Source: an optimization exercise on an open RTL-to-GDS flow (aim: small area, a short achievable clock period and few clock cycles per item). Production flows keep margins and buffers that such runs may drop.
Function was checked by simulation only, so behaviour that the tests miss may differ from the original.

File: config.mk
export PLATFORM = sky130hd
export DESIGN_NAME = fme_halfpel_win
export DESIGN_NICKNAME = fme_halfpel_win
export VERILOG_FILES = /design/flow/design.v
export SDC_FILE = /design/flow/constraint.sdc
export NUM_CORES = 4
export LEC_CHECK = 0
export ABC_AREA = 1
export CAP_MARGIN = 20
export CORE_MARGIN = 2
export CORE_UTILIZATION = 40
export SETUP_SLACK_MARGIN = 5
export SLEW_MARGIN = 20
File: constraint.sdc
create_clock -name core_clock -period 9.5 [get_ports {clk}]
set_input_delay 1.9000 -clock core_clock [delete_from_list [all_inputs] [get_ports {clk}]]
set_output_delay 1.9000 -clock core_clock [all_outputs]
set_load 0.01 [all_outputs]
File: design.v
module fme_halfpel_win #(
  parameter int PIX_W = 8,
  parameter int REF_W = 16,
  parameter int REF_H = 16
) (
  input  logic                         clk,
  input  logic                         rst,
  input  logic                         start,
  input  logic [$clog2(REF_W)-1:0]     cx,
  input  logic [$clog2(REF_H)-1:0]     cy,
  output logic                         rd_en,
  output logic [$clog2(REF_W*REF_H)-1:0] rd_addr,
  input  logic [PIX_W-1:0]             rd_data,
  output logic                         busy,
  output logic                         done,
  output logic [9*PIX_W-1:0]           half
);
  localparam int HW = 15;    
  localparam int VW = 20;    
  localparam logic [4:0] W0  = 5'b0_000_0;
  localparam logic [4:0] W1  = 5'b0_001_0;
  localparam logic [4:0] WM4 = 5'b1_000_1;
  localparam logic [4:0] WM5 = 5'b1_001_1;
  localparam logic [4:0] W16 = 5'b0_010_0;
  localparam logic [4:0] W20 = 5'b0_010_1;
  localparam logic [4:0] W36 = 5'b0_100_1;
  function automatic logic [4:0] wt0(input logic [2:0] d, input logic [3:0] ctr);
    if (ctr == 4'd0 && d == 3'd0)       wt0 = W36;
    else if (ctr == 4'd1 && d == 3'd7)  wt0 = W16;
    else if (ctr == 4'd2 && d == 3'd6)  wt0 = WM4;
    else if (ctr == 4'd14 && d == 3'd1) wt0 = WM4;
    else if (ctr == 4'd15 && d == 3'd0) wt0 = W16;
    else case (d)
      3'd5:    wt0 = W1;     
      3'd6:    wt0 = WM5;    
      3'd7:    wt0 = W20;    
      3'd0:    wt0 = W20;
      3'd1:    wt0 = WM5;
      3'd2:    wt0 = W1;
      default: wt0 = W0;
    endcase
  endfunction
  function automatic logic [4:0] wt1(input logic [2:0] d, input logic [3:0] ctr);
    if (ctr == 4'd0 && d == 3'd0)       wt1 = W16;
    else if (ctr == 4'd1 && d == 3'd7)  wt1 = WM4;
    else if (ctr == 4'd13 && d == 3'd2) wt1 = WM4;
    else if (ctr == 4'd14 && d == 3'd1) wt1 = W16;
    else if (ctr == 4'd15 && d == 3'd0) wt1 = W36;
    else case (d)
      3'd6:    wt1 = W1;     
      3'd7:    wt1 = WM5;    
      3'd0:    wt1 = W20;
      3'd1:    wt1 = W20;
      3'd2:    wt1 = WM5;
      3'd3:    wt1 = W1;
      default: wt1 = W0;
    endcase
  endfunction
  function automatic logic [VW-1:0] mac(input logic [VW-1:0] acc, input logic [4:0] w,
                                        input logic [VW-1:0] x);
    logic [VW-1:0] a, b, n;
    n = {VW{w[4]}};
    a = ({VW{w[3]}} & (x << 5)) | ({VW{w[2]}} & (x << 4)) | ({VW{w[1]}} & x);
    b = {VW{w[0]}} & (x << 2);
    mac = acc + (a ^ n) + (b ^ n) + {w[4], 1'b0};
  endfunction
  function automatic logic [PIX_W-1:0] clip5(input logic [HW-1:0] v);
    if (v[HW-1])      clip5 = '0;
    else if (v[HW-2]) clip5 = '1;
    else              clip5 = v[12:5];
  endfunction
  function automatic logic [PIX_W-1:0] clip10(input logic [VW-1:0] v);
    if (v[VW-1])      clip10 = '0;
    else if (v[VW-2]) clip10 = '1;
    else              clip10 = v[17:10];
  endfunction
  function automatic logic [3:0] lo_of(input logic [3:0] p);
    lo_of = (p < 4'd3) ? 4'd0 : p - 4'd3;
  endfunction
  function automatic logic [3:0] hi_of(input logic [3:0] p);
    hi_of = (p > 4'd12) ? 4'd15 : p + 4'd3;
  endfunction
  function automatic logic [3:0] first_of(input logic [3:0] p);
    first_of = (p == 4'd15) ? 4'd12 : p + 4'd1;
  endfunction
  function automatic logic [2:0] dlo_of(input logic [3:0] p);
    dlo_of = (p == 4'd0) ? 3'd0 : (p == 4'd1) ? 3'd7 : (p == 4'd2) ? 3'd6 : 3'd5;
  endfunction
  function automatic logic [2:0] dhi_of(input logic [3:0] p);
    dhi_of = (p == 4'd15) ? 3'd0 : (p == 4'd14) ? 3'd1 : (p == 4'd13) ? 3'd2 : 3'd3;
  endfunction
  function automatic logic [2:0] dfirst_of(input logic [3:0] p);
    dfirst_of = (p == 4'd15) ? 3'd5 : 3'd1;
  endfunction
  logic       accept;
  logic [3:0] cx_q, cy_q;
  logic [3:0] rr, cc;
  logic [2:0] dr, dc;            
  logic       last_a;
  logic       fin;
  assign accept = start & ~busy;
  assign last_a = (dr == 3'd0) && (dc == 3'd0);
  always_ff @(posedge clk or negedge rst) begin
    if (!rst) begin
      busy  <= 1'b0;
      rd_en <= 1'b0;
    end else begin
      busy  <= accept | (busy & ~fin);
      rd_en <= accept | (rd_en & ~last_a);
    end
  end
  always_ff @(posedge clk) begin
    if (!busy) begin
      cx_q <= cx;
      cy_q <= cy;
      rr   <= first_of(cy);
      cc   <= first_of(cx);
      dr   <= dfirst_of(cy);
      dc   <= dfirst_of(cx);
    end else if (rd_en) begin
      if (dc == 3'd0) begin
        cc <= first_of(cx_q);
        dc <= dfirst_of(cx_q);
        if (dr == dhi_of(cy_q)) begin
          rr <= lo_of(cy_q);
          dr <= dlo_of(cy_q);
        end else begin
          rr <= rr + 4'd1;
          dr <= dr + 3'd1;
        end
      end else if (dc == dhi_of(cx_q)) begin
        cc <= lo_of(cx_q);
        dc <= dlo_of(cx_q);
      end else begin
        cc <= cc + 4'd1;
        dc <= dc + 3'd1;
      end
    end
  end
  assign rd_addr = {rr, cc};
  logic       vb, lb;
  logic [2:0] rb, cb;            
  logic [PIX_W-1:0] pix;
  logic       first_b, vflag_b, vnext;
  logic [4:0] a0c, a1c;         
  logic       fstc;             
  logic       vfc;              
  logic       lcc;              
  logic       q1, q2;           
  logic       w1, w2;           
  assign first_b = (cb == dfirst_of(cx_q));
  assign vflag_b = (cb == 3'd0);
  assign vnext   = vb & vflag_b;
  always_ff @(posedge clk or negedge rst) begin
    if (!rst) begin
      vb   <= 1'b0;
      lb   <= 1'b0;
      fstc <= 1'b0;
      vfc  <= 1'b0;
      lcc  <= 1'b0;
      q1   <= 1'b0;
      q2   <= 1'b0;
      fin  <= 1'b0;
      done <= 1'b0;
    end else begin
      vb   <= rd_en;
      lb   <= rd_en & last_a;
      fstc <= vb & first_b;
      vfc  <= vnext;
      lcc  <= lb;
      q1   <= lcc;
      q2   <= q1;
      fin  <= q2;
      done <= fin;
    end
  end
  always_ff @(posedge clk) begin
    rb  <= dr;
    cb  <= dc;
    pix <= rd_data;
    a0c <= vb ? wt0(cb, cx_q) : W0;
    a1c <= vb ? wt1(cb, cx_q) : W0;
    w1  <= vfc;
    w2  <= w1;
  end
  logic [HW-1:0] h0, h1, h0n, h1n, hold0, hold1;
  logic [PIX_W-1:0] pxh;         
  logic [4:0]    hb0, hb1;       
  logic [4:0]    nb0, nb1;
  logic [VW-1:0] px;
  assign px  = VW'(pix);
  assign h0n = HW'(mac(VW'(fstc ? HW'(16) : h0), a0c, px));
  assign h1n = HW'(mac(VW'(fstc ? HW'(16) : h1), a1c, px));
  assign nb0 = wt0(rb, cy_q);
  assign nb1 = wt1(rb, cy_q);
  always_ff @(posedge clk) begin
    h0 <= h0n;
    h1 <= h1n;
    if (vfc) begin
      hold0 <= h0n;
      hold1 <= h1n;
    end
    if (vnext) begin
      pxh <= rd_data;
      hb0 <= nb0;
      hb1 <= nb1;
    end
  end
  logic [1:0]    ph, ph_n;
  logic          updv_n, updh_n, upd_n;
  logic [4:0]    uw0, uw1;       
  logic          xs;             
  logic          zi;             
  logic [VW-1:0] r00, r01, r02, r10, r11, r12;
  logic [VW-1:0] x0, x1, s0, s1, pv, a0i, a1i;
  logic          fresh;          
  function automatic logic [1:0] mod3_span(input logic [3:0] p);   
    case (p)
      4'd1, 4'd14: mod3_span = 2'd2;                  
      4'd2, 4'd13: mod3_span = 2'd0;                  
      default:     mod3_span = 2'd1;                  
    endcase
  endfunction
  function automatic logic [1:0] ph_start(input logic [3:0] x, input logic [3:0] y);
    logic [1:0] mx, my, n3;
    mx = mod3_span(x);
    my = mod3_span(y);
    n3 = (mx == 2'd0 || my == 2'd0) ? 2'd0 :
         (mx == my) ? 2'd1 : 2'd2;                     
    case (n3)                                          
      2'd0:    ph_start = 2'd1;
      2'd1:    ph_start = 2'd0;
      default: ph_start = 2'd2;
    endcase
  endfunction
  assign ph_n   = !busy ? ph_start(cx, cy) : (ph == 2'd2) ? 2'd0 : ph + 2'd1;
  assign updv_n = (ph_n == 2'd2) & (vnext | vfc | w1);
  assign updh_n = (ph_n != 2'd2) & (vfc | w1 | w2);
  assign upd_n  = updv_n | updh_n;
  always_ff @(posedge clk) begin
    ph    <= ph_n;
    xs    <= (ph_n == 2'd2);
    fresh <= !busy | (fresh & ~w2);
    zi    <= fresh & upd_n;
    uw0   <= !upd_n ? W0 : (ph_n == 2'd0) ? hb0 : (ph_n == 2'd1) ? hb1 : vnext ? nb0 : hb0;
    uw1   <= !upd_n ? W0 : (ph_n == 2'd0) ? hb0 : (ph_n == 2'd1) ? hb1 : vnext ? nb1 : hb1;
  end
  assign pv = VW'({pxh, 5'b0});
  assign x0 = xs ? pv : {{(VW-HW){hold0[HW-1]}}, hold0};
  assign x1 = xs ? pv : {{(VW-HW){hold1[HW-1]}}, hold1};
  assign a0i = zi ? (xs ? VW'(512) : '0) : r00;
  assign a1i = zi ? (xs ? VW'(512) : '0) : r10;
  assign s0 = mac(a0i, uw0, x0);
  assign s1 = mac(a1i, uw1, x1);
  always_ff @(posedge clk) begin
    r00 <= r01;
    r01 <= r02;
    r02 <= s0;
    r10 <= r11;
    r11 <= r12;
    r12 <= s1;
  end
  always_ff @(posedge clk or negedge rst) begin
    if (!rst) half <= '0;
    else if (fin) begin
      half[0*PIX_W +: PIX_W] <= clip10(r01);
      half[1*PIX_W +: PIX_W] <= clip10(r00);
      half[2*PIX_W +: PIX_W] <= clip10(r11);
      half[3*PIX_W +: PIX_W] <= clip5(hold0);
      half[4*PIX_W +: PIX_W] <= pxh;
      half[5*PIX_W +: PIX_W] <= clip5(hold1);
      half[6*PIX_W +: PIX_W] <= clip10(r02);
      half[7*PIX_W +: PIX_W] <= clip10(r10);
      half[8*PIX_W +: PIX_W] <= clip10(r12);
    end
  end
endmodule
File: run.sh
#!/bin/bash
# synth_recipe.tcl (not shown) runs the flow's synth.tcl, then flattens the netlist and writes it again
# the make line also repeats each setting of config.mk as NAME=value (left out here)
make -C /OpenROAD-flow-scripts/flow DESIGN_CONFIG=/design/flow/config.mk WORK_HOME=/design/flow/orfs CLKGATE_MAP_FILE= SYNTH_SCRIPT=/design/flow/synth_recipe.tcl finish
==> results of run 1 <==
flip-flops by register name, indices dropped and copies added (netlist names), 5 cells and up:
signal	flops
half	72
r00	20
r01	20
r02	20
r10	20
r11	20
r12	20
h0	15
h1	15
hold0	15
hold1	15
pix	8
pxh	8
a0c	5
a1c	5
hb0	5
hb1	5
uw0	5
uw1	5
cells by family (layout without fill, tap and decap cells):
family,count (synthesis),in the layout
AO/OA/AOI/OAI,278,278
XOR/XNOR,181,181
adder cells (fa/ha/maj),202,202
buffers and inverters,362,481
flip-flops,344,344
multiplexers,12,12
AND/OR/NAND/NOR,783,783
per-stage QoR:
step	setup slack, ps	instances	hold WS [ps]	cell area (um2)
final	5456	2888	323.5	21720
after floorplan	6052	2162	309.6	18840
after global routing	5156	2888	327.3	21720
after global placement	5199	2817	309.5	20390
after CTS	5111	2887	322.8	21700
after detailed placement	5135	2817	312.1	20390
metal layers:
metal | vias to the layer above | part of all wire [%] | wire length [um] | global-route usage [%]
li1 | 7150 | - | - | -
met1 | 6489 | 48 | 20700 | 24.45
met2 | 339 | 45 | 19180 | 28.27
met3 | 69 | 4.1 | 1774 | 2.430
met4 | 0 | 2.9 | 1261 | 6.495
met5 | - | 0 | 0 | 0
path summary, 6_finish.rpt:
check,cells after the start,slack (ps),to,startpoint
min in group asynchronous,1,1230,done,rst
worst max register to register,18,5460,r12[12],xs
worst max-delay path,18,5460,r12[12],xs
worst min register to register,0,320,r10[6],r11[6]
max in group asynchronous,2,7090,half[38],rst
worst min-delay path,0,320,r10[6],r11[6]
placed cells by master (no fill, tap or decap), drive strengths merged, types with 5 or more instances in the layout:
master         synthesis  final
fa                    54     54
o211ai                15     15
nor2                 191    191
bufinv                 0      5
a21o                   6      6
ha                   148    148
nand4                  7      7
o22ai                 75     75
a21oi                 84     84
dfxtp                201    201
clkbuf                32     49
clkinv                 3     14
buf                   26      6
inv                  301    303
xnor2                 30     30
edfxtp                60     60
nor3                  14     14
nand3                131    131
xor2                 151    151
a211oi                 5      5
dfrtp                 83     83
mux2                  11     11
o21bai                 9      9
clkdlybuf4s50          0    100
o21ai                 67     67
nand2                434    434
what timing repair did:
| item | CTS | global route |
|---|---|---|
| gates resized for setup | 0 | 5 |
| buffers inserted | 0 | 0 |
| endpoints found under the hold margin | 0 | 0 |
| endpoints found under the setup margin | 0 | 20 |
worst max-delay path: stages, from the launching register on:
cell	delay (ps)
dfxtp_2	500
clkinvlp_4	320
buf_4	300
nand2_1	120
nor2_1	60
xor2_1	150
ha_1	230
inv_1	70
fa_1	420
inv_1	70
ha_1	170
inv_1	90
fa_1	460
o21ai_1	290
a21boi_0	200
o21ai_1	230
nand3_1	120
nand3_1	90
nand2_1	50
final cells by class:
type | instances | area, um2 | area share [%]
inverter | 304 | 1151 | 5.301
clock buffer | 49 | 1052 | 4.846
sequential | 344 | 7908 | 36.41
multi-input combinational | 1456 | 9539 | 43.93
tap | 607 | 759.5 | 3.497
clock inverter | 21 | 255.2 | 1.175
timing repair inverter | 1 | 5.005 | 0.02305
timing repair buffer | 106 | 1046 | 4.817
==> results by group, run 1 <==
Detailed routing
  • Drt first pass iters: 6
  • Post-DR wirelength/cell: about 15 um
  • Post-route DRC: 0
  • Via count: roughly 14k
  • Via/cell ratio: between 4 and 5
  • DRT Wirelength: ~43000 um
  • ANT nets after route: 0
  • Iter 0 DRT Violations: around 1000

Logic synthesis
  • Compound-Gate Fraction of Synth Area: under 10%
  • Synthesized net count: about 2.4k
  • Most common cell in the synthesized netlist: nand2_1
  • Most frequent cells after synthesis: nand2_1, inv_1, dfxtp_1
  • Synth Flop Type: dfxtp_1
  • Synth Warn #: 1
  • Synth Register Bits: about 340
  • Post-synthesis sequential area ratio: a little over two fifths
  • Largest family of logic cells by synthesized area: simple AND/OR/NAND/NOR gates
  • Synth top area share: 21.36%
  • Ys async rst share: about 24%
  • Netlist Area Pre-Place: about 19000 um2
  • Xor/xnor share of the synthesized area: around 8.4%
  • Top post-synthesis cells by area: dfxtp_1, dfrtp_1, ha_1
  • Post-synthesis simple-gate area fraction: 17.28%
  • Synth cell types: 51
  • Synth Area per Inst: roughly 8.7 um2
  • Gate Count Post-Synth: 2162
  • Synth Area in Adders: 15.57%
  • Post-synthesis mux area share: 0.7106%
  • EDFF count, synth: 60
  • Yosys top cell by area: dfxtp_1

Critical path
  • Critical path data arrival time: between 4000 and 5000 ps
  • Worst-path fanout max: 28
  • Worst Setup End Kind: flop
  • Worst setup SP type: flop
  • Kind of critical path: reg2reg
  • WP data required: around 10000 ps

Layout
  • Proportion of layout cells with a drive suffix above 1: under 10%
  • Area Growth Syn to Fin: 15.27%
  • Final nets: 2472
  • Antenna Cells: 0
  • Final Util: a little under half
  • Fillers: 4500

STA
  • Rel. slew slack: between 40% and 50%
  • RSZ-0062 raised after global routing: no
  • Final worst path period need: 4044 ps
  • Final max-slew violation count: 0
  • Fmax: between 200 and 250 MHz
  • Part of the cycle the worst path needs: about 43%
  • Clock Skews: 16.46 ps
  • Hold Fails Final Rpt: 0
  • # setup viols final: 0
  • Worst Tran Pin Value: 890.0 ps
  • TNS Setup: 0 ps

GRT
  • Vias in the first global route: 13.82k
  • Largest net degree at the start of global routing: just over 80
  • GRT overflow: 0
  • Initial antenna violation count: 0
  • All-Layer GR Usage: roughly 18%
  • First-pass GRT wire length: a little over 70000 um

Min path
  • HP Class: reg2reg

Clocking
  • Inserted Clock Buffers: 38
  • Number of hold buffers added after CTS: 0
  • Maximum clock path buffer count: 3
  • H-tree depth: 2
  • Worst-Skew Late Latency: 560 ps
  • CTS Sinks: around 340
  • CTS tree: done
  • Clock Pin Slew Worst Setup and Hold Paths: around 60 ps
  • CTS Root Cell: clkbuf_16

Placed design
  • Post-DP HPWL: roughly 33000 um
  • Port-buffer cells: approximately 100
  • Routability cong.: around 0.95

Floorplan
  • Full die area: slightly below 50000 um2
  • Initial core utilization: 40.47%
  • Core area: about 47000 um2
  • Die span in y: between 200 and 250 um
  • Die X: approximately 220 um
  • IO Pins: 102
  • Row Count: about 80

Run
  • # Max-Cap Violations: 0

Status
  • Outcome: timing/DRC/antenna clean
Testbench counts, summed over its fixed seeds: cycles 17,279, items 384.
==> run 2, diff against run 1 <==
==> flow/run.sh (new file) <==
#!/bin/bash
set -euo pipefail
MARGIN=6.0
bash standard.sh SETUP_SLACK_MARGIN=$MARGIN finish > orfs_make.log 2>&1
==> standard.sh (new file) <==
#!/bin/bash
# synth_recipe.tcl (not shown) runs the flow's synth.tcl, then flattens the netlist and writes it again
# the make line also repeats each setting of config.mk as NAME=value (left out here)
make -C /OpenROAD-flow-scripts/flow DESIGN_CONFIG=/design/flow/config.mk WORK_HOME=/design/flow/orfs CLKGATE_MAP_FILE= SYNTH_SCRIPT=/design/flow/synth_recipe.tcl "${@:-finish}"
--- a/config.mk
+++ b/config.mk
@@ -9,5 +9,4 @@
 export CAP_MARGIN = 20
 export CORE_MARGIN = 2
 export CORE_UTILIZATION = 40
-export SETUP_SLACK_MARGIN = 5
 export SLEW_MARGIN = 20
removed: run.sh
==> results by group, run 2 <==
Detailed routing
  • Post-route DRC: 0 (unchanged)
  • Via/cell ratio: 4.920 (+1.2%)
  • ANT nets after route: 0 (unchanged)
  • Via count: 14.33k (+2.0%)
  • DRT Wirelength: 43710 um (+1.9%)
  • Post-DR wirelength/cell: 15.01 um (+1.0%)
  • Drt first pass iters: 5 (-1)
  • Iter 0 DRT Violations: 954 (-2.8%)

Critical path
  • Worst path max stage delay: 640 ps (+140 ps)
  • Worst-path fanout max: 2 (-93%)
  • Beginning of the critical path: half[43]
  • R2r startpoint: zi
  • Slowest CP cell: clkdlybuf4s50_1
  • Critical path buffer and inverter count: 1 (-4)
  • Worst Setup End Kind: output port
  • Kind of cell adding the most delay to the critical path: buffers and inverters
  • Kind of critical path: reg2out
  • Critical path data arrival time: 1550 ps (-2940 ps)
  • WP data required: 7600 ps (-2340 ps)
  • Worst setup SP type: flop
  • Worst-path cell chain: clkdlybuf4s50_1

GRT
  • First-pass GRT wire length: 71530 um (+0.48%)
  • Vias in the first global route: 13.87k (+0.38%)
  • Initial antenna violation count: 0 (unchanged)
  • Largest net degree at the start of global routing: 81 (unchanged)
  • GRT overflow: 0 (unchanged)
  • All-Layer GR Usage: 17.76% (+0.075 points)

STA
  • Worst Tran Pin Value: 889.9 ps (-0.08577 ps)
  • Rel. slew slack: 40.67% (about the same)
  • # setup viols final: 0 (unchanged)
  • Hold Fails Final Rpt: 0 (unchanged)
  • RSZ-0062 raised after global routing: yes
  • Fmax: 290.1 MHz (+17%)
  • TNS Setup: 0 ps (unchanged)
  • Part of the cycle the worst path needs: 36.29% (-6.3 points)
  • Final max-slew violation count: 0 (unchanged)
  • Clock Skews: 15.39 ps (-1.071 ps)
  • Final worst path period need: 3447 ps (-596.9 ps)
  • Worst hold slack: 323.9 ps (+0.4160 ps)

Layout
  • Largest register FFs: 72 (unchanged)
  • Register area: 7948 um2 (+0.51%)
  • Area Growth Syn to Fin: 18.88%
  • Final nets: 2496 (+0.97%)
  • Commonest non-fill, non-tap cells in the layout: nand2_1, inv_1, dfxtp_1, nor2_1, xor2_1
  • Antenna Cells: 0 (unchanged)
  • Fillers: 4419 (-1.8%)
  • Proportion of layout cells with a drive suffix above 1: 10.46% (+4.9 points)
  • Reg with most FFs: half
  • Multi-input gate area: 9935 um2 (+4.1%)
  • Commonest non-fill, non-tap cell in the layout: nand2_1

Floorplan
  • Die X: 221.0 um (unchanged)
  • IO Pins: 102 (unchanged)
  • Initial core utilization: 40.47% (unchanged)
  • Full die area: 48850 um2 (unchanged)
  • Die span in y: 221.0 um (unchanged)
  • Core area: 46560 um2 (unchanged)
  • Row Count: 79 (unchanged)

Placed design
  • Port-buffer cells: 101 (unchanged)
  • Routability cong.: 0.9473 (unchanged)
  • Post-DP HPWL: 33310 um (unchanged)

Logic synthesis
  • Compound-Gate Fraction of Synth Area: 8.660% (unchanged)
  • Most common cell in the synthesized netlist: nand2_1
  • Post-synthesis simple-gate area fraction: 17.28% (unchanged)
  • Synth cell types: 51 (unchanged)
  • Post-synthesis mux area share: 0.7106% (unchanged)
  • Top post-synthesis cells by area: dfxtp_1, dfrtp_1, ha_1
  • Most frequent cells after synthesis: nand2_1, inv_1, dfxtp_1
  • Synth Flop Type: dfxtp_1
  • Synth Warn #: 1 (unchanged)
  • Yosys top cell by area: dfxtp_1
  • Post-synthesis sequential area ratio: 41.95% (unchanged)
  • Synthesized net count: 2383 (unchanged)
  • EDFF count, synth: 60 (unchanged)
  • Xor/xnor share of the synthesized area: 8.415% (unchanged)
  • Synth Area in Adders: 15.57% (unchanged)
  • Ys async rst share: 24.13% (unchanged)
  • Largest family of logic cells by synthesized area: simple AND/OR/NAND/NOR gates
  • Gate Count Post-Synth: 2162 (unchanged)
  • Synth top area share: 21.36% (unchanged)
  • Synth Register Bits: 344 (unchanged)
  • Synth Area per Inst: 8.714 um2 (unchanged)
  • Netlist Area Pre-Place: 18840 um2 (unchanged)

Clocking
  • H-tree depth: 2 (unchanged)
  • Number of hold buffers added after CTS: 0 (unchanged)
  • CTS Root Cell: clkbuf_16
  • Worst-Skew Late Latency: 560 ps (about the same)
  • Inserted Clock Buffers: 38 (unchanged)
  • Clock Pin Slew Worst Setup and Hold Paths: 70 ps (about the same)
  • CTS tree: done
  • Maximum clock path buffer count: 3 (unchanged)
  • CTS Sinks: 344 (unchanged)

Min path
  • HP Class: reg2reg
  • HP Start: r11[6]

Run
  • # Max-Cap Violations: 0 (unchanged)

Status
  • Outcome: timing/DRC/antenna clean
==> run 2: cell counts after synthesis <==
Identical to the previous run, type by type.
==> run 2: area by class of cell <==
class / count / area share [%]
well taps: 607 / 3.391
repair inverters: 1 / 0.03352
inverters: 304 / 5.190
clock buffers: 49 / 4.698
clock inverters: 21 / 1.140
repair buffers: 130 / 5.704
multi-input cells: 1456 / 44.36
flip-flops and latches: 344 / 35.49
==> run 2: repair_timing <==
action	CTS	global route
setup endpoints to repair	77	50
pin swaps	0	12
setup buffers	5	19
resized for setup	34	105
cloned	1	0
==> run 2: logic make-up after synthesis <==
| group | after synthesis |
|---|---|
| compound gates | 278 |
| mux | 12 |
| flops | 344 |
| fa+ha+maj | 202 |
| simple gates | 783 |
| xor+xnor | 181 |
| buf+inv | 362 |
==> run 2: per-stage QoR <==
stage               util [%]  cell area (um2)  worst slack [ps]  instances
CTS                    46.88            21820              5962       2893
global route           48.11            22400              5960       2912
global placement       43.80            20390              5199       2817
finish                 48.11            22400              6053       2912
floorplan                  -            18840              6052       2162
detailed placement     43.80            20390              5135       2817
==> run 2: routing by layer <==
metal | wire length [um] | vias up | track usage (%)
met5 | 0 | - | 0
met4 | 1444 | 0 | 6.625
met1 | 20750 | 6661 | 24.47
li1 | - | 7201 | -
met3 | 1988 | 89 | 2.430
met2 | 19530 | 377 | 28.44
==> run 2: worst paths after layout <==
kind / depth (start not counted) / slack, ps / to
worst max-delay path: 1 / 6050 / half[43]
worst min-delay path: 0 / 320 / r10[6]
worst max register to register: 14 / 6130 / r02[18]
worst min register to register: 0 / 320 / r10[6]
max in group asynchronous: 2 / 7030 / half[44]
min in group asynchronous: 1 / 1230 / half[67]
==> run 3, diff against run 2 <==
--- a/design.v
+++ b/design.v
@@ -62,7 +62,7 @@
     n = {VW{w[4]}};
     a = ({VW{w[3]}} & (x << 5)) | ({VW{w[2]}} & (x << 4)) | ({VW{w[1]}} & x);
     b = {VW{w[0]}} & (x << 2);
-    mac = acc + (a ^ n) + (b ^ n) + {w[4], 1'b0};
+    mac = acc + (a ^ n) + (b ^ n);
   endfunction
   function automatic logic [PIX_W-1:0] clip5(input logic [HW-1:0] v);
     if (v[HW-1])      clip5 = '0;
@@ -73,6 +73,12 @@
     if (v[VW-1])      clip10 = '0;
     else if (v[VW-2]) clip10 = '1;
     else              clip10 = v[17:10];
+  endfunction
+  function automatic logic neg2_0(input logic [3:0] ctr);
+    neg2_0 = !(ctr == 4'd0 || ctr == 4'd1 || ctr == 4'd15);
+  endfunction
+  function automatic logic neg2_1(input logic [3:0] ctr);
+    neg2_1 = !(ctr == 4'd0 || ctr == 4'd14 || ctr == 4'd15);
   endfunction
   function automatic logic [3:0] lo_of(input logic [3:0] p);
     lo_of = (p < 4'd3) ? 4'd0 : p - 4'd3;
@@ -188,12 +194,17 @@
   logic [4:0]    hb0, hb1;       
   logic [4:0]    nb0, nb1;
   logic [VW-1:0] px;
+  logic          hn0, hn1;       
   assign px  = VW'(pix);
-  assign h0n = HW'(mac(VW'(fstc ? HW'(16) : h0), a0c, px));
-  assign h1n = HW'(mac(VW'(fstc ? HW'(16) : h1), a1c, px));
+  assign h0n = HW'(mac(VW'(fstc ? {10'd0, 2'b10, hn0, ~hn0, 1'b0} : h0), a0c, px));
+  assign h1n = HW'(mac(VW'(fstc ? {10'd0, 2'b10, hn1, ~hn1, 1'b0} : h1), a1c, px));
   assign nb0 = wt0(rb, cy_q);
   assign nb1 = wt1(rb, cy_q);
   always_ff @(posedge clk) begin
+    if (!busy) begin
+      hn0 <= neg2_0(cx);
+      hn1 <= neg2_1(cx);
+    end
     h0 <= h0n;
     h1 <= h1n;
     if (vfc) begin
@@ -211,6 +222,7 @@
   logic [4:0]    uw0, uw1;       
   logic          xs;             
   logic          zi;             
+  logic          zn0, zn1;       
   logic [VW-1:0] r00, r01, r02, r10, r11, r12;
   logic [VW-1:0] x0, x1, s0, s1, pv, a0i, a1i;
   logic          fresh;          
@@ -242,14 +254,16 @@
     xs    <= (ph_n == 2'd2);
     fresh <= !busy | (fresh & ~w2);
     zi    <= fresh & upd_n;
+    zn0   <= (ph_n == 2'd1) ? neg2_1(cy_q) : neg2_0(cy_q);
+    zn1   <= (ph_n == 2'd0) ? neg2_0(cy_q) : neg2_1(cy_q);
     uw0   <= !upd_n ? W0 : (ph_n == 2'd0) ? hb0 : (ph_n == 2'd1) ? hb1 : vnext ? nb0 : hb0;
     uw1   <= !upd_n ? W0 : (ph_n == 2'd0) ? hb0 : (ph_n == 2'd1) ? hb1 : vnext ? nb1 : hb1;
   end
   assign pv = VW'({pxh, 5'b0});
   assign x0 = xs ? pv : {{(VW-HW){hold0[HW-1]}}, hold0};
   assign x1 = xs ? pv : {{(VW-HW){hold1[HW-1]}}, hold1};
-  assign a0i = zi ? (xs ? VW'(512) : '0) : r00;
-  assign a1i = zi ? (xs ? VW'(512) : '0) : r10;
+  assign a0i = zi ? VW'({xs, 6'b0, zn0, ~zn0, 1'b0}) : r00;
+  assign a1i = zi ? VW'({xs, 6'b0, zn1, ~zn1, 1'b0}) : r10;
   assign s0 = mac(a0i, uw0, x0);
   assign s1 = mac(a1i, uw1, x1);
   always_ff @(posedge clk) begin
==> results by group, run 3 <==
Logic synthesis
  • Compound-Gate Fraction of Synth Area: 9.427% (+0.77 points)
  • Synth Area per Inst: 8.499 um2 (-2.5%)
  • Largest family of logic cells by synthesized area: simple AND/OR/NAND/NOR gates
  • Gate Count Post-Synth: 2191 (+1.3%)
  • Synth Area in Adders: 11.92% (-3.6 points)
  • EDFF count, synth: 62 (+3.3%)
  • Most frequent cells after synthesis: nand2_1, inv_1, dfxtp_1
  • Synth cell types: 46 (-9.8%)
  • Synth Warn #: 1 (unchanged)
  • Post-synthesis sequential area ratio: 42.98% (+1.0 points)
  • Post-synthesis mux area share: 0.6652% (-0.045 points)
  • Most common cell in the synthesized netlist: nand2_1
  • Xor/xnor share of the synthesized area: 8.608% (+0.19 points)
  • Synthesized net count: 2355 (-1.2%)
  • Post-synthesis simple-gate area fraction: 17.84% (+0.56 points)
  • Synth Flop Type: dfxtp_1
  • Top post-synthesis cells by area: dfxtp_1, dfrtp_1, edfxtp_1
  • Yosys top cell by area: dfxtp_1
  • Netlist Area Pre-Place: 18620 um2 (-1.2%)
  • Synth top area share: 21.83% (+0.47 points)
  • Ys async rst share: 23.85% (-0.28 points)
  • Synth Register Bits: 348 (+1.2%)

Layout
  • Antenna Cells: 0 (unchanged)
  • Multi-input gate area: 9123 um2 (-8.2%)
  • Fillers: 4503 (+1.9%)
  • Register area: 8019 um2 (+0.90%)
  • Largest register FFs: 72 (unchanged)
  • Proportion of layout cells with a drive suffix above 1: 7.630% (-2.8 points)
  • Final Cell Area: 21810 um2 (-2.6%)
  • Reg with most FFs: half
  • Area Growth Syn to Fin: 17.13%
  • Final nets: 2465 (-1.2%)
  • Commonest non-fill, non-tap cells in the layout: nand2_1, inv_1, dfxtp_1, nor2_1, xor2_1
  • Commonest non-fill, non-tap cell in the layout: nand2_1

Detailed routing
  • Post-DR wirelength/cell: 15.48 um (+3.1%)
  • ANT nets after route: 0 (unchanged)
  • Iter 0 DRT Violations: 1094 (+15%)
  • Via count: 14.36k (+0.24%)
  • Post-route DRC: 0 (unchanged)
  • Via/cell ratio: 4.885 (-0.72%)
  • DRT Wirelength: 45500 um (+4.1%)
  • Drt first pass iters: 8 (+3)

Floorplan
  • Core area: 46260 um2 (-0.64%)
  • Full die area: 48290 um2 (-1.1%)
  • IO Pins: 102 (unchanged)
  • Die span in y: 219.8 um (-0.57%)
  • Initial core utilization: 40.25% (-0.21 points)
  • Row Count: 79 (unchanged)
  • Die X: 219.8 um (-0.57%)

Clocking
  • CTS Sinks: 348 (+1.2%)
  • Clock Pin Slew Worst Setup and Hold Paths: 60 ps (about the same)
  • H-tree depth: 2 (unchanged)
  • CTS tree: done
  • CTS Root Cell: clkbuf_16
  • Inserted Clock Buffers: 40 (+5.3%)
  • Worst-Skew Late Latency: 570 ps (about the same)
  • Maximum clock path buffer count: 3 (unchanged)

GRT
  • GRT overflow: 0 (unchanged)
  • Largest net degree at the start of global routing: 75 (-7.4%)
  • First-pass GRT wire length: 74130 um (+3.6%)
  • Vias in the first global route: 14.39k (+3.7%)
  • All-Layer GR Usage: 19.19% (+1.4 points)
  • Initial antenna violation count: 1 (+1)

Critical path
  • R2r startpoint: fstc
  • Slowest CP cell: clkdlybuf4s50_1
  • Worst path max stage delay: 650 ps (about the same)
  • Worst setup SP type: flop
  • Worst Setup End Kind: output port
  • Worst-path cell chain: clkdlybuf4s50_1
  • Kind of critical path: reg2out
  • Kind of cell adding the most delay to the critical path: buffers and inverters
  • WP data required: 7600 ps (about the same)
  • Worst r2r path cells: 9 (-5)
  • Critical path buffer and inverter count: 1 (unchanged)
  • Reg-to-reg setup timing slack: 6200 ps (+70 ps)
  • RR Endpoint: hold0[11]
  • Cell depth of the worst setup path: 1 (unchanged)
  • Critical path data arrival time: 1560 ps (about the same)
  • Worst-path fanout max: 2 (unchanged)

Placed design
  • Placed cell areas: 20160 um2 (-1.1%)
  • Port-buffer cells: 101 (unchanged)
  • Post-DP HPWL: 34490 um (+3.6%)
  • Routability cong.: 0.9023 (-4.8%)

Min path
  • HP Class: reg2reg
  • Hold Path Depth: 0 (unchanged)
  • HP Start: r01[6]
  • Hold worst-path end: r00[6]

STA
  • Worst Tran Pin Value: 872.5 ps (-17.43 ps)
  • Hold Fails Final Rpt: 0 (unchanged)
  • Part of the cycle the worst path needs: 36.41% (+0.12 points)
  • TNS Setup: 0 ps (unchanged)
  • Fmax: 289.1 MHz (-0.34%)
  • Clock Skews: 12.46 ps (-2.925 ps)
  • Final worst path period need: 3459 ps (+11.63 ps)
  • # setup viols final: 0 (unchanged)
  • Final max-slew violation count: 0 (unchanged)
  • Rel. slew slack: 41.83% (+1.2 points)
  • RSZ-0062 raised after global routing: no

Run
  • # Max-Cap Violations: 0 (unchanged)

Status
  • Outcome: timing/DRC/antenna clean
run 3: stage by stage:
step                hold slack (ps)  std cells  utilization [%]  setup slack [ps]
finish                        325.3       2940            47.15              6041
global route                  328.9       2940            47.15              5996
CTS                           322.4       2929            46.76              5879
detailed placement            312.1       2847            43.58              4945
global placement              310.2       2847            43.58              5088
floorplan                     309.6       2191                -              6047
run 3: worst max-delay path by stage:
stage | from | endpoint
global route | busy | busy
finish | half[26] | half[26]
detailed placement | uw1[4] | r12[16]
floorplan | fstc | hold1[11]
global placement | uw1[4] | r12[16]
CTS | busy | busy
run 3: what timing repair did:
action	in CTS	in global routing
pin swaps	1	5
endpoints found under the hold margin	0	0
hold buffers	0	0
setup buffers	7	9
setup endpoints to repair	67	40
resized for setup	21	32
gates cloned	1	2
run 3: layout make-up:
class,count,area share [%]
inverter,352,6.190
multi-input combinational,1435,41.83
timing repair inverter,1,0.02295
clock buffer,51,5.060
clock inverter,23,1.113
tap,607,3.482
timing repair buffer,123,5.542
sequential,348,36.77
run 3: cells by family after synthesis:
logic type	after synthesis
fa+ha+maj	145
buf+inv	410
mux	11
simple gates	799
xor+xnor	183
flops	348
compound gates	295
run 3: layer usage:
metal | GRT usage [%] | up-vias | wire length [um]
li1 | - | 7213 | -
met1 | 25.60 | 6731 | 20980
met2 | 31.62 | 350 | 21070
met3 | 3.023 | 68 | 2237
met4 | 6.667 | 0 | 1205
met5 | 0 | - | 0
Testbench counts of run 3, summed over its fixed seeds: cycles 17,279, items 384.
==> run 4, diff against run 3 <==
--- a/config.mk
+++ b/config.mk
@@ -9,4 +9,6 @@
 export CAP_MARGIN = 20
 export CORE_MARGIN = 2
 export CORE_UTILIZATION = 40
+export CTS_CLUSTER_DIAMETER = 150
+export CTS_CLUSTER_SIZE = 30
 export SLEW_MARGIN = 20
==> results by group, run 4 <==
STA
  • # setup viols final: 0 (unchanged)
  • Rel. slew slack: 41.89% (+0.053 points)
  • Worst Tran Pin Value: 871.7 ps (-0.8008 ps)
  • Clock Skews: 19.77 ps (+7.310 ps)
  • Part of the cycle the worst path needs: 36.23% (-0.18 points)
  • Final worst path period need: 3442 ps (-17.19 ps)
  • Fmax: 290.6 MHz (+0.50%)
  • TNS Setup: 0 ps (unchanged)
  • Hold Fails Final Rpt: 0 (unchanged)
  • Final max-slew violation count: 0 (unchanged)
  • RSZ-0062 raised after global routing: no

Floorplan
  • Core area: 46260 um2 (unchanged)
  • Initial core utilization: 40.25% (unchanged)
  • IO Pins: 102 (unchanged)
  • Row Count: 79 (unchanged)
  • Die X: 219.8 um (unchanged)
  • Full die area: 48290 um2 (unchanged)
  • Die span in y: 219.8 um (unchanged)

Logic synthesis
  • Synth Warn #: 1 (unchanged)
  • Synth top area share: 21.83% (unchanged)
  • Most common cell in the synthesized netlist: nand2_1
  • EDFF count, synth: 62 (unchanged)
  • Post-synthesis sequential area ratio: 42.98% (unchanged)
  • Synth Register Bits: 348 (unchanged)
  • Ys async rst share: 23.85% (unchanged)
  • Top post-synthesis cells by area: dfxtp_1, dfrtp_1, edfxtp_1
  • Synthesized net count: 2355 (unchanged)
  • Netlist Area Pre-Place: 18620 um2 (unchanged)
  • Synth Flop Type: dfxtp_1
  • Synth cell types: 46 (unchanged)
  • Most frequent cells after synthesis: nand2_1, inv_1, dfxtp_1
  • Gate Count Post-Synth: 2191 (unchanged)
  • Synth Area per Inst: 8.499 um2 (unchanged)
  • Yosys top cell by area: dfxtp_1

Detailed routing
  • DRT Wirelength: 44550 um (-2.1%)
  • Drt first pass iters: 6 (-2)
  • Via count: 14.07k (-2.0%)
  • Post-route DRC: 0 (unchanged)
  • ANT nets after route: 0 (unchanged)
  • Post-DR wirelength/cell: 15.43 um (-0.26%)
  • Iter 0 DRT Violations: 1026 (-6.2%)
  • Via/cell ratio: 4.877 (-0.17%)

Critical path
  • WP data required: 7600 ps (about the same)
  • Worst-path fanout max: 4 (+2)
  • Worst-path cell chain: clkdlybuf4s50_1
  • RR Endpoint: hold0[11]
  • Critical path data arrival time: 1540 ps (-20 ps)
  • Worst setup SP type: flop
  • Kind of critical path: reg2out
  • Critical path buffer and inverter count: 1 (unchanged)
  • Worst r2r path cells: 9 (unchanged)
  • R2r startpoint: fstc
  • Reg-to-reg setup timing slack: 6220 ps (+20 ps)
  • Worst path max stage delay: 570 ps (-80 ps)
  • Kind of cell adding the most delay to the critical path: buffers and inverters
  • Worst Setup End Kind: output port
  • Slowest CP cell: clkdlybuf4s50_1

Min path
  • Hold Path Depth: 0 (unchanged)
  • HP Class: reg2reg
  • HP Start: r02[9]
  • Hold worst-path end: r01[9]

Clocking
  • CTS Sinks: 348 (unchanged)
  • Inserted Clock Buffers: 15 (-63%)
  • Number of hold buffers added after CTS: 0 (unchanged)
  • CTS Root Cell: clkbuf_16
  • Worst-Skew Late Latency: 530 ps (-40 ps)
  • CTS tree: done
  • Clock Pin Slew Worst Setup and Hold Paths: 120 ps (+60 ps)
  • Maximum clock path buffer count: 3 (unchanged)
  • H-tree depth: 1 (-1)

GRT
  • Largest net degree at the start of global routing: 75 (unchanged)
  • All-Layer GR Usage: 18.71% (-0.48 points)
  • Initial antenna violation count: 1 (unchanged)
  • Vias in the first global route: 14.11k (-1.9%)
  • GRT overflow: 0 (unchanged)
  • First-pass GRT wire length: 73000 um (-1.5%)

Run
  • # Max-Cap Violations: 0 (unchanged)

Layout
  • Final Cell Area: 20820 um2 (-4.6%)
  • Largest register FFs: 72 (unchanged)
  • Antenna Cells: 0 (unchanged)
  • Commonest non-fill, non-tap cells in the layout: nand2_1, inv_1, dfxtp_1, nor2_1, xor2_1
  • Area Growth Syn to Fin: 11.79%
  • Final Util: 45.00% (-2.2 points)
  • Proportion of layout cells with a drive suffix above 1: 5.309% (-2.3 points)
  • Final nets: 2435 (-1.2%)
  • Reg with most FFs: half
  • Commonest non-fill, non-tap cell in the layout: nand2_1

Placed design
  • Post-DP HPWL: 34490 um (unchanged)
  • Port-buffer cells: 101 (unchanged)
  • Placed cell areas: 20160 um2 (unchanged)
  • Routability cong.: 0.9023 (unchanged)

Status
  • Outcome: timing/DRC/antenna clean
[run 4: cell types whose count changed in the layout (fill, tap and decap cells not counted), moves of 2 or more]
cell,before,now
buf_4,22,19
dlymetal6s2s_1,9,6
clkbuf_8,4,0
bufinv_16,3,0
inv_6,2,0
clkdlybuf4s50_1,91,93
clkbuf_1,6,9
clkinv_2,10,0
clkinv_4,3,0
clkbuf_16,41,15
[run 4: worst max path at each step]
stage / start / endpoint / slack, ps / depth (start not counted)
3_3_place_gp: uw1[4] / r12[16] / 5090 / 14
4_1_cts: busy / busy / 5910 / 1
2_1_floorplan: fstc / hold1[11] / 6050 / 14
5_1_grt: xs / r02[18] / 6000 / 17
3_5_place_dp: uw1[4] / r12[16] / 4950 / 14
6_report: rd_en / rd_en / 6060 / 1
[run 4: per-stage QoR]
| stage | hold WS [ps] | instances | setup WS (ps) |
|---|---|---|---|
| global route | 343.6 | 2886 | 6003 |
| global placement | 310.2 | 2847 | 5088 |
| detailed placement | 312.1 | 2847 | 4945 |
| finish | 333.6 | 2886 | 6058 |
| floorplan | 309.6 | 2191 | 6047 |
| CTS | 331.4 | 2880 | 5905 |
[run 4: cell type report]
| cell class | count | area, um2 |
|---|---|---|
| well taps | 607 | 759.5 |
| inverters | 352 | 1350 |
| clock inverters | 1 | 16.27 |
| repair buffers | 119 | 1157 |
| flip-flops and latches | 348 | 8019 |
| clock buffers | 24 | 409.1 |
| repair inverters | 1 | 5.005 |
| multi-input cells | 1434 | 9099 |
| fillers | 4588 | 25440 |
[run 4: logic make-up after synthesis]
family	share of synthesized area (%)
xor gates and xnor gates	8.608
buffers and inverters	8.561
muxes	0.6652
DFF	42.98
AOI/OAI and AO/OA	9.427
and+or+nand+nor	17.84
adders and majority gates	11.92
[run 4: worst reg2reg max path: stages (launching register included)]
cell and delay [ps]:
dfrtp_2 560, clkinvlp_4 240, a21boi_0 290, fa_1 480, fa_1 430, o21ai_1 280, a21oi_1 160, o21ai_0 320
a21oi_1 130, xor2_1 170
[run 4: routing by layer]
metal / track usage, % / vias to the layer above / routed length [um] / part of all wire (%)
met3: 2.126 / 54 / 1776 / 4.0
met1: 25.51 / 6582 / 20890 / 47
met5: 0 / - / 0 / 0
met2: 31.61 / 314 / 20780 / 47
met4: 4.765 / 0 / 1098 / 2.5
li1: - / 7124 / - / -
[run 4: repair_timing]
action                                  in CTS  in global routing
setup buffers                                7                  5
pin swaps                                    2                  2
cloned                                       1                  1
gates resized for setup                     25                 23
endpoints found under the setup margin      75                 38
==> run 5, diff against run 4 <==
--- a/config.mk
+++ b/config.mk
@@ -8,7 +8,6 @@
 export ABC_AREA = 1
 export CAP_MARGIN = 20
 export CORE_MARGIN = 2
-export CORE_UTILIZATION = 40
-export CTS_CLUSTER_DIAMETER = 150
-export CTS_CLUSTER_SIZE = 30
+export CORE_UTILIZATION = 65
+export PLACE_DENSITY = 0.75
 export SLEW_MARGIN = 20
==> results by group, run 5 <==
Detailed routing
  • ANT nets after route: 0 (unchanged)
  • Iter 0 DRT Violations: 1070 (+4.3%)
  • Post-route DRC: 0 (unchanged)
  • Post-DR wirelength/cell: 16.47 um (+6.7%)
  • Via count: 14.66k (+4.2%)
  • Via/cell ratio: 5.441 (+12%)
  • Drt first pass iters: 5 (-1)
  • DRT Wirelength: 44400 um (-0.33%)

Critical path
  • Critical path buffer and inverter count: 1 (unchanged)
  • Worst-path cell chain: clkdlybuf4s50_1
  • Worst Setup End Kind: output port
  • Reg-to-reg setup timing slack: 6230 ps (about the same)
  • Slowest CP cell: clkdlybuf4s50_1
  • Worst-path fanout max: 4 (unchanged)
  • Cell depth of the worst setup path: 1 (unchanged)
  • Worst path max stage delay: 580 ps (about the same)
  • WP data required: 7600 ps (about the same)
  • Worst r2r path cells: 13 (+4)
  • Kind of cell adding the most delay to the critical path: buffers and inverters
  • RR Endpoint: hold0[11]
  • Kind of critical path: reg2out
  • R2r startpoint: fstc
  • Worst setup SP type: flop
  • Critical path data arrival time: 1540 ps (about the same)

Clocking
  • CTS Sinks: 348 (unchanged)
  • Maximum clock path buffer count: 3 (unchanged)
  • H-tree depth: 2 (+1)
  • CTS Root Cell: clkbuf_16
  • Clock Pin Slew Worst Setup and Hold Paths: 60 ps (-60 ps)
  • Number of hold buffers added after CTS: 0 (unchanged)
  • Worst-Skew Late Latency: 530 ps (about the same)
  • Inserted Clock Buffers: 37 (+22)
  • CTS tree: done

Min path
  • Hold worst-path end: r01[6]
  • HP Start: r02[6]
  • HP Class: reg2reg
  • Hold Path Depth: 0 (unchanged)

Run
  • # Max-Cap Violations: 0 (unchanged)

Layout
  • Proportion of layout cells with a drive suffix above 1: 6.862% (+1.6 points)
  • Area Growth Syn to Fin: 14.86%
  • Final Cell Area: 21390 um2 (+2.8%)
  • Largest register FFs: 72 (unchanged)
  • Commonest non-fill, non-tap cell in the layout: nand2_1
  • Antenna Cells: 0 (unchanged)
  • Reg with most FFs: half
  • Final nets: 2452 (+0.70%)
  • Commonest non-fill, non-tap cells in the layout: nand2_1, inv_1, dfxtp_1, nor2_1, xor2_1

Floorplan
  • Row Count: 61 (-23%)
  • Die span in y: 173.3 um (-21%)
  • IO Pins: 102 (unchanged)
  • Die X: 173.3 um (-21%)
  • Full die area: 30020 um2 (-38%)
  • Core area: 28010 um2 (-39%)
  • Initial core utilization: 66.48% (+26 points)

STA
  • # setup viols final: 0 (unchanged)
  • Final worst path period need: 3435 ps (-6.450 ps)
  • RSZ-0062 raised after global routing: no
  • Final max-slew violation count: 0 (unchanged)
  • Fmax: 291.1 MHz (+0.19%)
  • Hold Fails Final Rpt: 0 (unchanged)
  • Part of the cycle the worst path needs: 36.16% (-0.068 points)
  • Clock Skews: 20.74 ps (+0.9684 ps)
  • TNS Setup: 0 ps (unchanged)
  • Worst Tran Pin Value: 996.1 ps (+124.4 ps)
  • Rel. slew slack: 32.89% (-9.0 points)

GRT
  • GRT overflow: 0 (unchanged)
  • Largest net degree at the start of global routing: 68 (-9.3%)
  • Vias in the first global route: 14.53k (+2.9%)
  • First-pass GRT wire length: 72570 um (-0.60%)
  • All-Layer GR Usage: 29.71% (+11 points)
  • Initial antenna violation count: 0 (-1)

Logic synthesis
  • Top post-synthesis cells by area: dfxtp_1, dfrtp_1, edfxtp_1
  • Yosys top cell by area: dfxtp_1
  • Synthesized net count: 2355 (unchanged)
  • Netlist Area Pre-Place: 18620 um2 (unchanged)
  • Synth Flop Type: dfxtp_1
  • Most frequent cells after synthesis: nand2_1, inv_1, dfxtp_1
  • Ys async rst share: 23.85% (unchanged)
  • Synth Warn #: 1 (unchanged)
  • Post-synthesis sequential area ratio: 42.98% (unchanged)
  • EDFF count, synth: 62 (unchanged)
  • Synth cell types: 46 (unchanged)
  • Synth top area share: 21.83% (unchanged)
  • Most common cell in the synthesized netlist: nand2_1
  • Synth Area per Inst: 8.499 um2 (unchanged)
  • Synth Register Bits: 348 (unchanged)
  • Gate Count Post-Synth: 2191 (unchanged)

Placed design
  • Placed cell areas: 19860 um2 (-1.5%)
  • Routability cong.: 0.9253 (+2.5%)
  • Post-DP HPWL: 33020 um (-4.3%)
  • Port-buffer cells: 101 (unchanged)

Status
  • Outcome: timing/DRC/antenna clean
-- run 5: timing repair --
action | in CTS | in global routing
gates resized for setup | 21 | 20
cloned | 2 | 0
endpoints found under the setup margin | 69 | 39
setup buffers | 6 | 3
pin swaps | 1 | 1
-- run 5: how the worst max path moves through the flow --
stage / startpoint / end / slack (ps)
final: rd_en / rd_en / 6060
after detailed placement: uw1[4] / r12[16] / 5200
after global placement: uw1[4] / r12[16] / 5300
after global routing: cx[2] / uw0[3] / 5960
after CTS: busy / busy / 5960
after floorplan: fstc / hold1[11] / 6050
-- run 5: per-stage QoR --
| stage | hold WS [ps] | cells | utilization [%] | worst slack [ps] |
|---|---|---|---|---|
| 2_1_floorplan | 309.6 | 2191 | - | 6047 |
| 3_3_place_gp | 309.5 | 2616 | 70.90 | 5303 |
| 3_5_place_dp | 312.1 | 2616 | 70.90 | 5200 |
| 4_1_cts | 325.3 | 2692 | 76.04 | 5959 |
| 5_1_grt | 332.6 | 2695 | 76.36 | 5964 |
| 6_report | 325.4 | 2695 | 76.36 | 6065 |
-- run 5: metal layers --
| metal | vias up | part of all wire (%) | global-route usage (%) |
|---|---|---|---|
| met5 | - | 0 | 0 |
| met4 | 0 | 3.3 | 10.17 |
| met3 | 103 | 5.3 | 4.013 |
| met2 | 484 | 49 | 52.20 |
| met1 | 6909 | 42 | 37.83 |
| li1 | 7168 | - | - |
-- run 5: area by class of cell --
| class | instances | area [um2] |
|---|---|---|
| Timing Repair inverter | 2 | 12.51 |
| Sequential cell | 348 | 8019 |
| Inverter | 352 | 1358 |
| Clock buffer | 53 | 1151 |
| Multi-Input combinational cell | 1433 | 9069 |
| Fill cell | 2077 | 6623 |
| Clock inverter | 15 | 167.7 |
| Timing Repair Buffer | 114 | 1139 |
| Tap cell | 378 | 473.0 |
-- run 5: cells by family after synthesis --
family,count (synthesis),synth area share [%]
and+or+nand+nor,799,17.84
xor gates and xnor gates,183,8.608
DFF,348,42.98
AOI/OAI and AO/OA,295,9.427
buffers and inverters,410,8.561
adders and majority gates,145,11.92
muxes,11,0.6652
==> run 6, diff against run 5 <==
==> flow/run.sh (replaced) <==
#!/bin/bash
set -euo pipefail
MARGIN=6.0
bash standard.sh SETUP_SLACK_MARGIN=$MARGIN "BUFFER_PORTS_ARGS=-buffer_cell sky130_fd_sc_hd__buf_2" finish > orfs_make.log 2>&1
--- a/config.mk
+++ b/config.mk
@@ -8,6 +8,5 @@
 export ABC_AREA = 1
 export CAP_MARGIN = 20
 export CORE_MARGIN = 2
-export CORE_UTILIZATION = 65
-export PLACE_DENSITY = 0.75
+export CORE_UTILIZATION = 40
 export SLEW_MARGIN = 20
==> results by group, run 6 <==
STA
  • Final WS setup: 6143 ps (+78.34 ps)
  • Final worst path period need: 3357 ps (-78.34 ps)
  • Fmax: 297.9 MHz (+2.3%)
  • Rel. slew slack: 42.34% (+9.5 points)
  • Final max-slew violation count: 0 (unchanged)
  • Worst Tran Pin Value: 864.9 ps (-131.3 ps)
  • Part of the cycle the worst path needs: 35.34% (-0.82 points)
  • Clock Skews: 21.74 ps (+0.9993 ps)
  • Hold Fails Final Rpt: 0 (unchanged)
  • TNS Setup: 0 ps (unchanged)
  • RSZ-0062 raised after global routing: yes
  • # setup viols final: 0 (unchanged)

Layout
  • Reg with most FFs: half
  • Proportion of layout cells with a drive suffix above 1: 11.01% (+4.1 points)
  • Commonest non-fill, non-tap cell in the layout: nand2_1
  • Largest register FFs: 72 (unchanged)
  • Final nets: 2451 (-0.041%)
  • Final Cell Area: 21070 um2 (-1.5%)
  • Area Growth Syn to Fin: 13.16%
  • Non-Filler Instances: 2924 (+8.5%)
  • Antenna Cells: 0 (unchanged)
  • Final Util: 45.55% (-31 points)
  • Commonest non-fill, non-tap cells in the layout: nand2_1, inv_1, dfxtp_1, nor2_1, xor2_1

Logic synthesis
  • Synth Area per Inst: 8.499 um2 (unchanged)
  • Ys async rst share: 23.85% (unchanged)
  • Gate Count Post-Synth: 2191 (unchanged)
  • Most frequent cells after synthesis: nand2_1, inv_1, dfxtp_1
  • Synth cell types: 46 (unchanged)
  • Synth Flop Type: dfxtp_1
  • Synth Warn #: 1 (unchanged)
  • Top post-synthesis cells by area: dfxtp_1, dfrtp_1, edfxtp_1
  • Yosys top cell by area: dfxtp_1
  • Most common cell in the synthesized netlist: nand2_1
  • Synth top area share: 21.83% (unchanged)
  • EDFF count, synth: 62 (unchanged)
  • Synth Register Bits: 348 (unchanged)
  • Post-synthesis sequential area ratio: 42.98% (unchanged)
  • Synthesized net count: 2355 (unchanged)
  • Netlist Area Pre-Place: 18620 um2 (unchanged)

GRT
  • Initial antenna violation count: 0 (unchanged)
  • First-pass GRT wire length: 73890 um (+1.8%)
  • Vias in the first global route: 14.22k (-2.1%)
  • Largest net degree at the start of global routing: 74 (+8.8%)
  • GRT overflow: 0 (unchanged)
  • All-Layer GR Usage: 19.28% (-10 points)

Critical path
  • Kind of cell adding the most delay to the critical path: flip-flops
  • Worst setup path endpoint: busy
  • Worst-path fanout max: 13 (+9)
  • Slowest CP cell: dfrtp_1
  • Worst setup SP type: flop
  • Critical path data arrival time: 1460 ps (-80 ps)
  • Critical path buffer and inverter count: 1 (unchanged)
  • R2r startpoint: uw0[1]
  • Beginning of the critical path: busy
  • Worst path max stage delay: 660 ps (+80 ps)
  • WP data required: 7600 ps (about the same)
  • Reg-to-reg setup timing slack: 6210 ps (-20 ps)
  • Worst-path cell chain: buf_2
  • Cell depth of the worst setup path: 1 (unchanged)
  • RR Endpoint: r02[15]
  • Kind of critical path: reg2out
  • Worst Setup End Kind: output port
  • Worst r2r path cells: 12 (-1)

Placed design
  • Placed cell areas: 19660 um2 (-1.0%)
  • Post-DP HPWL: 34780 um (+5.3%)
  • Placed cells: 2847 (+8.8%)
  • Pre-CTS WS: 4976 ps (-223.7 ps)
  • Routability cong.: 0.8785 (-5.1%)
  • Port-buffer cells: 101 (unchanged)

Clocking
  • Inserted Clock Buffers: 40 (+8.1%)
  • CTS Sinks: 348 (unchanged)
  • CTS Root Cell: clkbuf_16
  • CTS tree: done
  • Worst-Skew Late Latency: 570 ps (+40 ps)
  • Maximum clock path buffer count: 3 (unchanged)
  • Number of hold buffers added after CTS: 0 (unchanged)
  • H-tree depth: 2 (unchanged)
  • Clock Pin Slew Worst Setup and Hold Paths: 60 ps (about the same)

Detailed routing
  • Via/cell ratio: 4.884 (-10%)
  • Post-DR wirelength/cell: 15.51 um (-5.9%)
  • ANT nets after route: 0 (unchanged)
  • Post-route DRC: 0 (unchanged)
  • Iter 0 DRT Violations: 1015 (-5.1%)
  • Drt first pass iters: 5 (unchanged)
  • Via count: 14.28k (-2.6%)
  • DRT Wirelength: 45340 um (+2.1%)

Floorplan
  • Full die area: 48290 um2 (+61%)
  • Die X: 219.8 um (+27%)
  • Core area: 46260 um2 (+65%)
  • Row Count: 79 (+30%)
  • IO Pins: 102 (unchanged)
  • Initial core utilization: 40.25% (-26 points)
  • Die span in y: 219.8 um (+27%)

Run
  • # Max-Cap Violations: 0 (unchanged)

Status
  • Outcome: timing/DRC/antenna clean

Min path
  • HP Class: reg2reg
## run 6: how the worst min path moves through the flow
stage               startpoint     end  slack (ps)  depth (start not counted)
global placement        r11[5]  r10[5]         310                          0
floorplan               r01[0]  r00[0]         310                          0
global route            r11[5]  r10[5]         330                          0
detailed placement      r02[6]  r01[6]         310                          0
CTS                     r02[7]  r01[7]         320                          0
finish                  r02[6]  r01[6]         320                          0
## run 6: cells by family (layout without fill, tap and decap cells)
family / Yosys count / in the layout / synth area share [%]
AND/OR/NAND/NOR: 799 / 799 / 17.84
XOR/XNOR: 183 / 183 / 8.608
buffers and inverters: 410 / 536 / 8.561
AO/OA/AOI/OAI: 295 / 295 / 9.427
flip-flops: 348 / 348 / 42.98
multiplexers: 11 / 11 / 0.6652
adder cells (fa/ha/maj): 145 / 145 / 11.92
## run 6: metal layers
metal / track usage, % / vias up / part of all wire (%)
met5: 0 / - / 0
met4: 6.421 / 0 / 2.8
met3: 3.520 / 91 / 4.9
met2: 31.73 / 356 / 46
met1: 25.55 / 6654 / 46
li1: - / 7179 / -
## run 6: per-stage QoR
step	hold slack, ps
after global routing	329.2
after detailed placement	312.1
after global placement	309.8
final	324.6
after floorplan	309.6
after CTS	324.8
## run 6: repair_timing
| action | CTS | global route |
|---|---|---|
| setup endpoints to repair | 51 | 32 |
| cloned | 1 | 0 |
| hold endpoints to repair | 0 | 0 |
| pin swaps | 0 | 1 |
| resized for setup | 18 | 16 |
| setup buffers | 1 | 3 |
## run 6: cell type report
class	instances	area, um2
clock buffers	56	1154
well taps	607	759.5
clock inverters	16	146.4
flip-flops and latches	348	8016
fillers	4595	25190
repair inverters	1	5.005
inverters	352	1348
repair buffers	111	583.1
multi-input cells	1433	9059
==> run 7, diff against run 6 <==
--- a/config.mk
+++ b/config.mk
@@ -9,4 +9,6 @@
 export CAP_MARGIN = 20
 export CORE_MARGIN = 2
 export CORE_UTILIZATION = 40
+export CTS_CLUSTER_DIAMETER = 150
+export CTS_CLUSTER_SIZE = 30
 export SLEW_MARGIN = 20
==> results by group, run 7 <==
Status
  • Outcome: timing/DRC/antenna clean

Detailed routing
  • DRT Wirelength: 44170 um (-2.6%)
  • Drt first pass iters: 5 (unchanged)
  • Iter 0 DRT Violations: 914 (-10%)
  • Post-route DRC: 0 (unchanged)
  • Via count: 14.05k (-1.6%)
  • Post-DR wirelength/cell: 15.36 um (-0.93%)

Logic synthesis
  • Synth Register Bits: 348 (unchanged)
  • Ys async rst share: 23.85% (unchanged)
  • Most frequent cells after synthesis: nand2_1, inv_1, dfxtp_1
  • Netlist Area Pre-Place: 18620 um2 (unchanged)
  • Gate Count Post-Synth: 2191 (unchanged)
  • Top post-synthesis cells by area: dfxtp_1, dfrtp_1, edfxtp_1
  • Synth Flop Type: dfxtp_1
  • Synth Area per Inst: 8.499 um2 (unchanged)
  • Synth cell types: 46 (unchanged)
  • Synth Warn #: 1 (unchanged)

Layout
  • Commonest non-fill, non-tap cell in the layout: nand2_1
  • Area Growth Syn to Fin: 8.339%
  • Non-Filler Instances: 2875 (-1.7%)
  • Proportion of layout cells with a drive suffix above 1: 9.127% (-1.9 points)
  • Fillers: 4681 (+1.9%)

Critical path
  • Worst-path fanout max: 13 (unchanged)
  • Worst setup SP type: flop
  • WP data required: 7600 ps (about the same)
  • Worst Setup End Kind: output port
  • Kind of cell adding the most delay to the critical path: flip-flops
  • Kind of critical path: reg2out
  • Worst-path cell chain: buf_2

STA
  • # setup viols final: 0 (unchanged)
  • RSZ-0062 raised after global routing: yes
  • Final worst path period need: 3308 ps (-49.11 ps)
  • TNS Setup: 0 ps (unchanged)

Clocking
  • CTS Root Cell: clkbuf_16
  • Number of hold buffers added after CTS: 0 (unchanged)
  • CTS tree: done
  • Inserted Clock Buffers: 15 (-63%)
  • Clock Pin Slew Worst Setup and Hold Paths: 120 ps (+60 ps)

GRT
  • All-Layer GR Usage: 18.58% (-0.71 points)
  • GRT overflow: 0 (unchanged)
  • Largest net degree at the start of global routing: 74 (unchanged)
  • First-pass GRT wire length: 71940 um (-2.6%)

Placed design
  • Routability cong.: 0.8785 (unchanged)

Run
  • # Max-Cap Violations: 0 (unchanged)
==> run 7: changes by cell type in the layout (fill, tap and decap cells not counted), sizes merged <==
cell	before	now
clkinv	8	1
inv	353	350
buf	111	109
bufinv	1	0
clkinvlp	7	3
clkbuf	56	24
==> run 7: path summary, 6_finish.rpt <==
kind | start | depth (start not counted) | slack (ps) | end
max reg2reg | xs | 16 | 6240 | r12[17]
max | busy | 1 | 6190 | busy
max in group asynchronous | rst | 2 | 7060 | half[34]
min reg2reg | r11[4] | 0 | 330 | r10[4]
min | r11[4] | 0 | 330 | r10[4]
min in group asynchronous | rst | 1 | 1270 | half[31]
==> run 7: cell type report <==
class	instances	area, um2	area share [%]
multi-input cells	1433	9059	44.90
flip-flops and latches	348	8018	39.74
inverters	352	1339	6.636
well taps	607	759.5	3.765
repair buffers	109	568.0	2.816
clock buffers	24	409.1	2.028
clock inverters	1	16.27	0.08063
repair inverters	1	5.005	0.02481
==> run 7: kinds of logic (layout without fill, tap and decap cells) <==
kind of cell | Yosys count | in the layout
compound gates | 295 | 295
xor+xnor | 183 | 183
fa+ha+maj | 145 | 145
buf+inv | 410 | 487
flops | 348 | 348
mux | 11 | 11
simple gates | 799 | 799
==> run 7: per-layer routing <==
metal	vias up	global-route usage (%)	routed length (um)
met1	6536	25.36	20810
met5	-	0	0
met3	66	2.153	1972
met2	350	31.22	20330
met4	0	4.899	1055
li1	7095	-	-
==> run 7: repair_timing <==
item | CTS | global route
resized for setup | 18 | 17
pin swaps | 0 | 0
buffers inserted | 0 | 2
cloned | 1 | 0
endpoints found under the setup margin | 56 | 27
==> run 7: through the flow <==
step / utilization [%] / cell area, um2 / hold WS (ps) / worst slack, ps
floorplan: - / 18620 / 309.6 / 6047
detailed placement: 42.50 / 19660 / 312.1 / 4976
finish: 43.61 / 20170 / 331.1 / 6192
global route: 43.61 / 20170 / 335.5 / 5952
CTS: 43.50 / 20120 / 333.0 / 5997
global placement: 42.50 / 19660 / 309.8 / 5050

afterwards: timing with drivers on the ports:
The flow's constraints put no driver on any port. The routed layouts listed below were extracted and timed again, unchanged, in two steps. Step 1 sets driving cells, clkbuf_16 on the clock port and buf_2 on the other inputs (assumed; they add their load-dependent delay and slew). Step 2 also shifts input and output timing later by t, the mid clock arrival at the registers, as if the neighbouring blocks saw the same clock. a / b / c = ideal ports / drivers / drivers and shift; a / b = the first two.
run	t, ns	setup WS [ns]	worst data-port slew with drivers (ns)
run 1	0.603	5.456 / 5.456 / 5.436	0.04
run 2	0.605	6.053 / 5.999 / 5.611	0.04
run 3	0.612	6.041 / 5.991 / 5.592	0.04
run 4	0.572	6.058 / 6.007 / 5.623	0.04
run 5	0.573	6.065 / 6.014 / 5.538	0.05
run 6	0.610	6.143 / 6.091 / 5.656	0.10
run 7	0.570	6.192 / 6.134 / 5.693	0.09
After both steps every run listed still meets setup and hold. For run 5, which loses most, drivers alone change the setup slack by -0.051 ns; drivers and shift together by -0.527 ns.
